Background: an optimization exercise with open tools, aiming at small area, a short achievable clock period and few clock cycles per item. Do not read the settings as production practice. At most, simulation tests tie the RTL to the original design; equivalence was not proved. Power figures rest on the tool's default switching activity, not on a simulated workload.

== before ==
## script_token_lexer_top
module script_token_lexer_top #(
	parameter int TEXT_MAX = stl_pkg::TEXT_MAX_DEF
) (
	input  logic              clk,
	input  logic              arst_n,
	input  logic              in_valid,
	output logic              in_stall,
	input  logic [8:0]        in_item,
	output logic              out_valid,
	input  logic              out_stall,
	output logic [92:0]       out_item,
	input  logic              cfg_valid,
	output logic              cfg_ready,
	input  logic              cfg_data
);
	function automatic stl_pkg::cls_t classify(input logic [7:0] c, input logic is_end);
		stl_pkg::cls_t k;
		logic sym;
		unique case (c)
			8'h2B, 8'h2D, 8'h2A, 8'h2F, 8'h25, 8'h2C, 8'h3B, 8'h3A,
			8'h28, 8'h29, 8'h5B, 8'h5D, 8'h7B, 8'h7D: sym = 1'b1;
			default: sym = 1'b0;
		endcase
		k.lf     = c == 8'h0A;
		k.letter = (c >= 8'h61 && c <= 8'h7A) || (c >= 8'h41 && c <= 8'h5A);
		k.digit  = c >= 8'h30 && c <= 8'h39;
		k.und    = c == 8'h5F;
		k.dot    = c == 8'h2E;
		k.dq     = c == 8'h22;
		k.sq     = c == 8'h27;
		k.bsl    = c == 8'h5C;
		k.eq     = c == 8'h3D;
  ...
For scale: roughly 1300 cells after synthesis, ~160 flip-flops, ~110 I/O pins, ~11000 sq um of cells after synthesis.
export LEC_CHECK = 0
export CAP_MARGIN = 20
export CORE_MARGIN = 2
export CORE_UTILIZATION = 65
export CTS_BUF_LIST = sky130_fd_sc_hd__clkbuf_4 sky130_fd_sc_hd__clkbuf_8
export CTS_CLUSTER_DIAMETER = 100
export CTS_CLUSTER_SIZE = 30
export SETUP_SLACK_MARGIN = 1.6
export SLEW_MARGIN = 20
create_clock -name core_clock -period 5.0 [get_ports {clk}]
standard.sh (not shown) runs the stock make flow with config.mk's settings and CLKGATE_MAP_FILE= SYNTH_SCRIPT=/design/flow/synth_recipe.tcl, a recipe that flattens the netlist after the stock synthesis.
==> flow/flow/run.sh <==
#!/bin/bash
# Layout flow: the standard flow, with the port buffers that placement
# inserts made plain buffers (sky130_fd_sc_hd__buf_1) instead of the
# delay cells buffer_ports picks by default. Everything else is the
# standard flow (standard.sh), synthesis included.
set -e
cp standard.sh standard_sh_copy.txt
export BUFFER_PORTS_ARGS="-buffer_cell sky130_fd_sc_hd__buf_1"
bash standard.sh > standard.log 2>&1
Testbench counts of before, summed over its fixed seeds: cycles 44,563, items 44,472.
### before -> after
diff --git a/flow/design.v b/flow/design.v
--- a/flow/design.v
+++ b/flow/design.v
@@ -17,22 +17,23 @@
 		logic digit;    
 		logic und;      
 		logic dot;      
 		logic dq;       
 		logic sq;       
 		logic bsl;      
 		logic eq;       
 		logic cmpch;    
 		logic sym;      
 		logic lf_sym;   
 		logic rb;       
+		logic [1:0] e_lo;   
 	} cls_t;
 endpackage
 import stl_pkg::*;
 module stl_lexer #(
 	parameter int TEXT_MAX = stl_pkg::TEXT_MAX_DEF
 ) (
 	input  logic        clk,
 	input  logic        arst_n,
 	input  logic        in_v,
 	input  logic [7:0]  in_c,
 	input  logic        in_end,
@@ -45,27 +46,28 @@
 	output logic [3:0]  r0_kind,
 	output logic [8:0]  r0_val,
 	output logic [3:0]  r1_kind,
 	output logic [8:0]  r1_val,
 	output logic [47:0] mant,
 	output logic [3:0]  frac
 );
 	localparam int CNT_W = $clog2(TEXT_MAX + 1);
 	localparam logic [CNT_W-1:0] CNT_MAX = CNT_W'(TEXT_MAX);
 	localparam logic [47:0] MANT_MAX = {48{1'b1}};
 	localparam logic [47:0] SAT_K    = 48'd28147497671065;   
-	function automatic logic [47:0] mul10_add(input logic [47:0] x, input logic [3:0] d);
+	function automatic logic [47:0] mul10_add(input logic [47:0] x, input logic [3:0] d,
+			input logic [1:0] e_lo);
 		logic [50:0] a, b, g, p, gg, pp, y;
 		logic        cin;
 		cin = d[3];
-		a   = {1'b0, x, (d[3] ? 2'b11 : d[2:1])};
+		a   = {1'b0, x, e_lo};
 		b   = {3'b0, x};
 		g   = a & b;
 		p   = a ^ b;
 		gg  = g;
 		pp  = p;
 		gg[0] = g[0] | (p[0] & cin);
 		for (int l = 0; l < 6; l++) begin
 			for (int i = 50; i >= 0; i--) begin
 				if (((i >> l) & 1) == 1 && ((i >> l) << l) >= 1) begin
 					gg[i] = gg[i] | (pp[i] & gg[((i >> l) << l) - 1]);
 					pp[i] = pp[i] & pp[((i >> l) << l) - 1];
@@ -114,23 +116,23 @@
 	assign cmp_val = {7'b0001111, cmp_q};
 	assign m_idle  = !(m_name_q || m_int_q || m_frac_q || m_str_q || m_cmp_q);
 	assign mant = digit_q;
 	assign frac = frac_q;
 	always_comb begin
 		two = (m_name_q && cls.lf_sym) || ((m_int_q || m_frac_q || m_cmp_q) && cls.rb);
 		stall = q_v[2] || (q_v[1] && two) ||
 			(num_pend && cls.digit && (m_idle || m_cmp_q));
 		consume = in_v && !stall;
 	end
 	always_comb begin
-		digit_add = mul10_add(digit_q, c[3:0]);
+		digit_add = mul10_add(digit_q, c[3:0], cls.e_lo);
 		text_inc  = (text_q < CNT_MAX) ? text_q + CNT_W'(1) : text_q;
 		frac_inc  = (frac_q != 4'd15) ? frac_q + 4'd1 : frac_q;
 		m_name_n = m_name_q;
 		m_int_n  = m_int_q;
 		m_frac_n = m_frac_q;
 		m_str_n  = m_str_q;
 		m_cmp_n  = m_cmp_q;
 		sq_n     = sq_q;
 		cmp_n    = cmp_q;
 		esc_n    = esc_q;
 		digit_n  = digit_q;
@@ -449,23 +451,28 @@
 		k.digit  = c >= 8'h30 && c <= 8'h39;
 		k.und    = c == 8'h5F;
 		k.dot    = c == 8'h2E;
 		k.dq     = c == 8'h22;
 		k.sq     = c == 8'h27;
 		k.bsl    = c == 8'h5C;
 		k.eq     = c == 8'h3D;
 		k.cmpch  = c == 8'h3D || c == 8'h3C || c == 8'h3E;
 		k.sym    = sym;
 		k.lf_sym = k.lf || sym;
 		k.rb     = k.lf || k.letter || sym;
-		classify = is_end ? '0 : k;
+		k.e_lo   = 2'b00;
+		if (is_end) begin
+			k = '0;
+		end
+		k.e_lo   = c[3] ? 2'b11 : c[2:1];
+		classify = k;
 	endfunction
 	logic        nl_en_q;
 	logic        in_v_q;
 	logic [7:0]  in_c_q;
 	logic        in_end_q;
 	logic        in_nl_q;
 	stl_pkg::cls_t in_cls_q;
 	logic        accept;
 	logic        consume;
 	logic [2:0]  q_v;
 	logic        num_pend;
[summary]
Between before and after, the flow reports routed wire length decreasing by a few percent.
In after, power is lower than in before.
Vias: after below before
| internal power contribution | after vs before | about 1.1% lower |
On after: count of cell types in the netlist is about 14% lower than what before gave.
after does worse than before on minimum period implied by the final worst setup slack.
In the flow results for before and after, the combinational power is larger on before.
Going from before to after, the final clock skew was found to have gone down by 0.0084 ns.
Testbench counts of after, summed over its fixed seeds: cycles 44,563, items 44,472.

* * *

== oak ==
script_token_lexer_top, a different RTL version from the one above (not shown whole).
For scale: ~1,200 cells after synthesis, about 170 flip-flops, ~110 I/O pins, roughly 0.011 mm2 of cells after synthesis.
export LEC_CHECK = 0
export CAP_MARGIN = 20
export CORE_MARGIN = 2
export CORE_UTILIZATION = 65
export SETUP_SLACK_MARGIN = 2.0
export SLEW_MARGIN = 20
create_clock -name core_clock -period 5.0 [get_ports {clk}]
==> flow/flow/run.sh <==
#!/bin/bash
# Layout flow: the standard flow (standard.sh, synthesis included) with
# two changes to how the layout is built:
# - the port buffers that placement inserts are plain buffers
#   (sky130_fd_sc_hd__buf_1) instead of the delay cells buffer_ports
#   picks by default;
# - clock tree synthesis uses clkbuf_8 buffers and no dummy loads.
set -e
cp standard.sh standard_sh_copy.txt
export BUFFER_PORTS_ARGS="-buffer_cell sky130_fd_sc_hd__buf_1"
export CTS_ARGS="-sink_clustering_enable -repair_clock_nets -sink_clustering_size 30 -sink_clustering_max_diameter 100 -buf_list sky130_fd_sc_hd__clkbuf_8 -dont_use_dummy_load"
bash standard.sh > standard.log 2>&1
Input changes introduced in pine (baseline for comparison: oak):
diff --git a/flow/design.v b/flow/design.v
--- a/flow/design.v
+++ b/flow/design.v
@@ -91,17 +91,17 @@
 		decode_escape = r;
 	endfunction
 	logic             m_name_q, m_int_q, m_frac_q, m_str_q, m_cmp_q;
 	logic             m_name_n, m_int_n, m_frac_n, m_str_n, m_cmp_n;
 	logic             m_idle;
 	logic             sq_q, sq_n;      
 	logic [1:0]       cmp_q, cmp_n;    
 	logic             esc_q, esc_n;
-	logic [19:0]      lo_q;
+	logic [23:0]      lo_q;
 	logic [27:0]      hi_q;
 	logic [3:0]       co_q;
 	logic             pend_q, sat_q;
 	logic             dstep, dstart;    
 	logic [3:0]       frac_q, frac_n;
 	logic [CNT_W-1:0] text_q, text_n;
 	logic [7:0]       c;
 	logic [8:0]       cmp_val;
@@ -111,26 +111,26 @@
 	logic             run_idle;
 	logic             ra_v, rb_v;
 	logic [3:0]       ra_k, rb_k;
 	logic [8:0]       ra_b, rb_b;
 	logic             two, stall;
 	assign c       = in_c;
 	assign cmp_val = {7'b0001111, cmp_q};
 	assign m_idle  = !(m_name_q || m_int_q || m_frac_q || m_str_q || m_cmp_q);
-	assign mant = sat_q ? MANT_MAX : {hi_q, lo_q};
+	assign mant = (sat_q || hi_q[27:24] != 4'd0) ? MANT_MAX : {hi_q[23:0], lo_q};
 	assign frac = frac_q;
 	always_comb begin
 		two = (m_name_q && cls.lf_sym) || ((m_int_q || m_frac_q || m_cmp_q) && cls.rb);
 		stall = q_v[2] || (q_v[1] && two) ||
 			(num_pend && cls.digit && (m_idle || m_cmp_q));
 		consume = in_v && !stall;
 	end
 	always_comb begin
-		y_lo      = mul5_add({8'd0, lo_q}, cls.e_lo, c[3]);
+		y_lo      = mul5_add({4'd0, lo_q}, cls.e_lo, c[3]);
 		y_hi      = mul5_add(hi_q, co_q[3] ? 2'b11 : co_q[2:1], co_q[3]);
 		text_inc  = (text_q < CNT_MAX) ? text_q + CNT_W'(1) : text_q;
 		frac_inc  = (frac_q != 4'd15) ? frac_q + 4'd1 : frac_q;
 		m_name_n = m_name_q;
 		m_int_n  = m_int_q;
 		m_frac_n = m_frac_q;
 		m_str_n  = m_str_q;
 		m_cmp_n  = m_cmp_q;
@@ -312,31 +312,31 @@
 			m_int_q  <= m_int_n;
 			m_frac_q <= m_frac_n;
 			m_str_q  <= m_str_n;
 			m_cmp_q  <= m_cmp_n;
 		end
 	end
 	always_ff @(posedge clk) begin
 		if (consume && dstart) begin
-			lo_q   <= {16'd0, c[3:0]};
+			lo_q   <= {20'd0, c[3:0]};
 			co_q   <= 4'd0;
 			hi_q   <= '0;
 			pend_q <= 1'b0;
 			sat_q  <= 1'b0;
 		end else begin
 			if (consume && dstep) begin
-				lo_q <= {y_lo[18:0], c[0]};
-				co_q <= y_lo[22:19];
+				lo_q <= {y_lo[22:0], c[0]};
+				co_q <= y_lo[26:23];
 			end
 			if (pend_q) begin
-				hi_q  <= {y_hi[26:0], co_q[0]};
-				sat_q <= sat_q || y_hi[30:27] != 4'd0;
+				hi_q <= {y_hi[26:0], co_q[0]};
 			end
 			pend_q <= consume && dstep;
+			sat_q  <= sat_q || hi_q[27:24] != 4'd0;
 		end
 	end
 	always_ff @(posedge clk) begin
 		if (consume) begin
 			sq_q    <= sq_n;
 			cmp_q   <= cmp_n;
 			esc_q   <= esc_n;
 			frac_q  <= frac_n;
Results
Compare oak and pine | share of cell area taken by multi-input logic gates higher: oak. As far as required time of the critical path is concerned, oak and pine perform about the same. Row critical path data arrival time: pine lower / oak higher. NOTE number of global-route vias before repair oak->pine increased by a few percent. Compared with oak, pine shows a setup slack that is 0.0042 ns higher. Delay contributed by the slowest stage of the critical path: pine vs oak up 0.18 ns. Shortest period the worst path allows | pine below oak. Per the comparison of pine with oak, non-clock buffer count fell 1.4%; fraction of area in registers rose 0.80 points; fmax about even; post-synthesis share of cell area spent on xor and xnor gates rose 0.17 points. [compare] base=oak new=pine: global-route usage rose 0.98 points, power now sits higher, area of the die about even.
Testbench counts of pine, summed over its fixed seeds: cycles 44,563, items 44,472.
The RTL of oak was laid out without a check of its function.

* * *

Another version of the RTL of script_token_lexer_top (not shown whole).
Size in the first run: ~1,300 cells after synthesis, ~110 I/O pins, ~0.012 mm² of cells after synthesis.
export LEC_CHECK = 0
export ABC_CLOCK_PERIOD_IN_PS = 3000
export CAP_MARGIN = 20
export CORE_MARGIN = 2
export CORE_UTILIZATION = 40
export SETUP_SLACK_MARGIN = 2.0
export SLEW_MARGIN = 20
create_clock -name core_clock -period 5.0 [get_ports {clk}]
run.sh (not shown) runs the stock make flow with config.mk's settings and CLKGATE_MAP_FILE= SYNTH_SCRIPT=/design/flow/synth_recipe.tcl, a recipe that flattens the netlist after the stock synthesis.
Stock flow here: none of the scripts above is used.
Edit:
--- a/flow/design.v
+++ b/flow/design.v
@@ -49,12 +49,37 @@
 	output logic [47:0] mant,
 	output logic [3:0]  frac
 );
 	localparam int CNT_W = $clog2(TEXT_MAX + 1);
 	localparam logic [CNT_W-1:0] CNT_MAX = CNT_W'(TEXT_MAX);
 	localparam logic [47:0] MANT_MAX = {48{1'b1}};
+	function automatic logic [47:0] mul10_add(input logic [47:0] x, input logic [3:0] d);
+		logic [50:0] a, b, g, p, gg, pp, y;
+		logic        cin;
+		cin = d[3];
+		a   = {1'b0, x, (d[3] ? 2'b11 : d[2:1])};
+		b   = {3'b0, x};
+		g   = a & b;
+		p   = a ^ b;
+		gg  = g;
+		pp  = p;
+		gg[0] = g[0] | (p[0] & cin);
+		for (int l = 0; l < 6; l++) begin
+			for (int i = 50; i >= 0; i--) begin
+				if (((i >> l) & 1) == 1 && ((i >> l) << l) >= 1) begin
+					gg[i] = gg[i] | (pp[i] & gg[((i >> l) << l) - 1]);
+					pp[i] = pp[i] & pp[((i >> l) << l) - 1];
+				end
+			end
+		end
+		y[0] = p[0] ^ cin;
+		for (int i = 1; i < 51; i++) begin
+			y[i] = p[i] ^ gg[i - 1];
+		end
+		mul10_add = (y[50:47] != 4'd0) ? MANT_MAX : {y[46:0], d[0]};
+	endfunction
 	function automatic logic [7:0] decode_escape(input logic [7:0] c);
 		logic [7:0] r;
 		unique case (c)
 			8'h30: r = 8'h00;
 			8'h62: r = 8'h08;
 			8'h6E: r = 8'h0A;
@@ -72,13 +97,12 @@
 	logic             esc_q, esc_n;
 	logic [47:0]      digit_q, digit_n;
 	logic [3:0]       frac_q, frac_n;
 	logic [CNT_W-1:0] text_q, text_n;
 	logic [7:0]       c;
 	logic [8:0]       cmp_val;
-	logic [51:0]      mac;
 	logic [47:0]      digit_add;
 	logic [CNT_W-1:0] text_inc;
 	logic [3:0]       frac_inc;
 	logic             run_idle;
 	logic             ra_v, rb_v;
 	logic [3:0]       ra_k, rb_k;
@@ -93,14 +117,13 @@
 		two = (m_name_q && cls.lf_sym) || ((m_int_q || m_frac_q || m_cmp_q) && cls.rb);
 		stall = q_v[2] || (q_v[1] && two) ||
 			(num_pend && cls.digit && (m_idle || m_cmp_q));
 		consume = in_v && !stall;
 	end
 	always_comb begin
-		mac       = {1'b0, digit_q, 3'b0} + {3'b0, digit_q, 1'b0} + {48'b0, c[3:0]};
-		digit_add = (mac > {4'b0, MANT_MAX}) ? MANT_MAX : mac[47:0];
+		digit_add = mul10_add(digit_q, c[3:0]);
 		text_inc  = (text_q < CNT_MAX) ? text_q + CNT_W'(1) : text_q;
 		frac_inc  = (frac_q != 4'd15) ? frac_q + 4'd1 : frac_q;
 		m_name_n = m_name_q;
 		m_int_n  = m_int_q;
 		m_frac_n = m_frac_q;
 		m_str_n  = m_str_q;
=>
- via count decreases by 16%
- routed wire length decreases by 16%
- register-to-register slack improves by 400 ps
- power decreases by 20%
- maximum frequency increases by 11%
- cell count decreases by 12%
Function was not checked in any run of this note: the RTL went through the layout flow alone.

afterwards: timing with drivers on the ports:
Ports are ideal in the flow. The routed layouts listed here were re-timed in OpenROAD.
Step 1 sets driving cells, clkbuf_16 on the clock port and buf_2 on the other inputs (assumed; they add their load-dependent delay and slew).
Step 2 adds t to the input delays and takes it off the output delays; t is the mean of the earliest and latest rising clock arrival at the registers after step 1. Input paths then give back, and output paths get back, about the clock's delay inside the block.
a / b / c = ideal / step 1 / step 2; a / b = the first two.
run | t (ns) | setup WS [ns] | worst setup path after step 2 | worst data-port slew with drivers (ns) | cell pins on the clock port's net
before | 0.515 | 1.656 / 1.656 / 1.656 | register to register | 0.04 | 1
after | 0.512 | 1.648 / 1.648 / 1.648 | register to register | 0.04 | 1
oak | 0.498 | 2.011 / 1.971 / 1.746 | input to register | 0.03 | 1
pine | 0.483 | 2.015 / 2.015 / 1.717 | input to register | 0.04 | 1
the first run of note 3 | 0.489 | 1.071 / 1.071 / 1.071 | register to register | 0.04 | 1
the second run of note 3 | 0.474 | 1.475 / 1.475 / 1.112 | input to register | 0.03 | 1
After both steps every run listed still meets setup and hold. The setup slack of the second run of note 3, which loses most, moves by 0.000 ns with the drivers and by -0.363 ns with both steps.
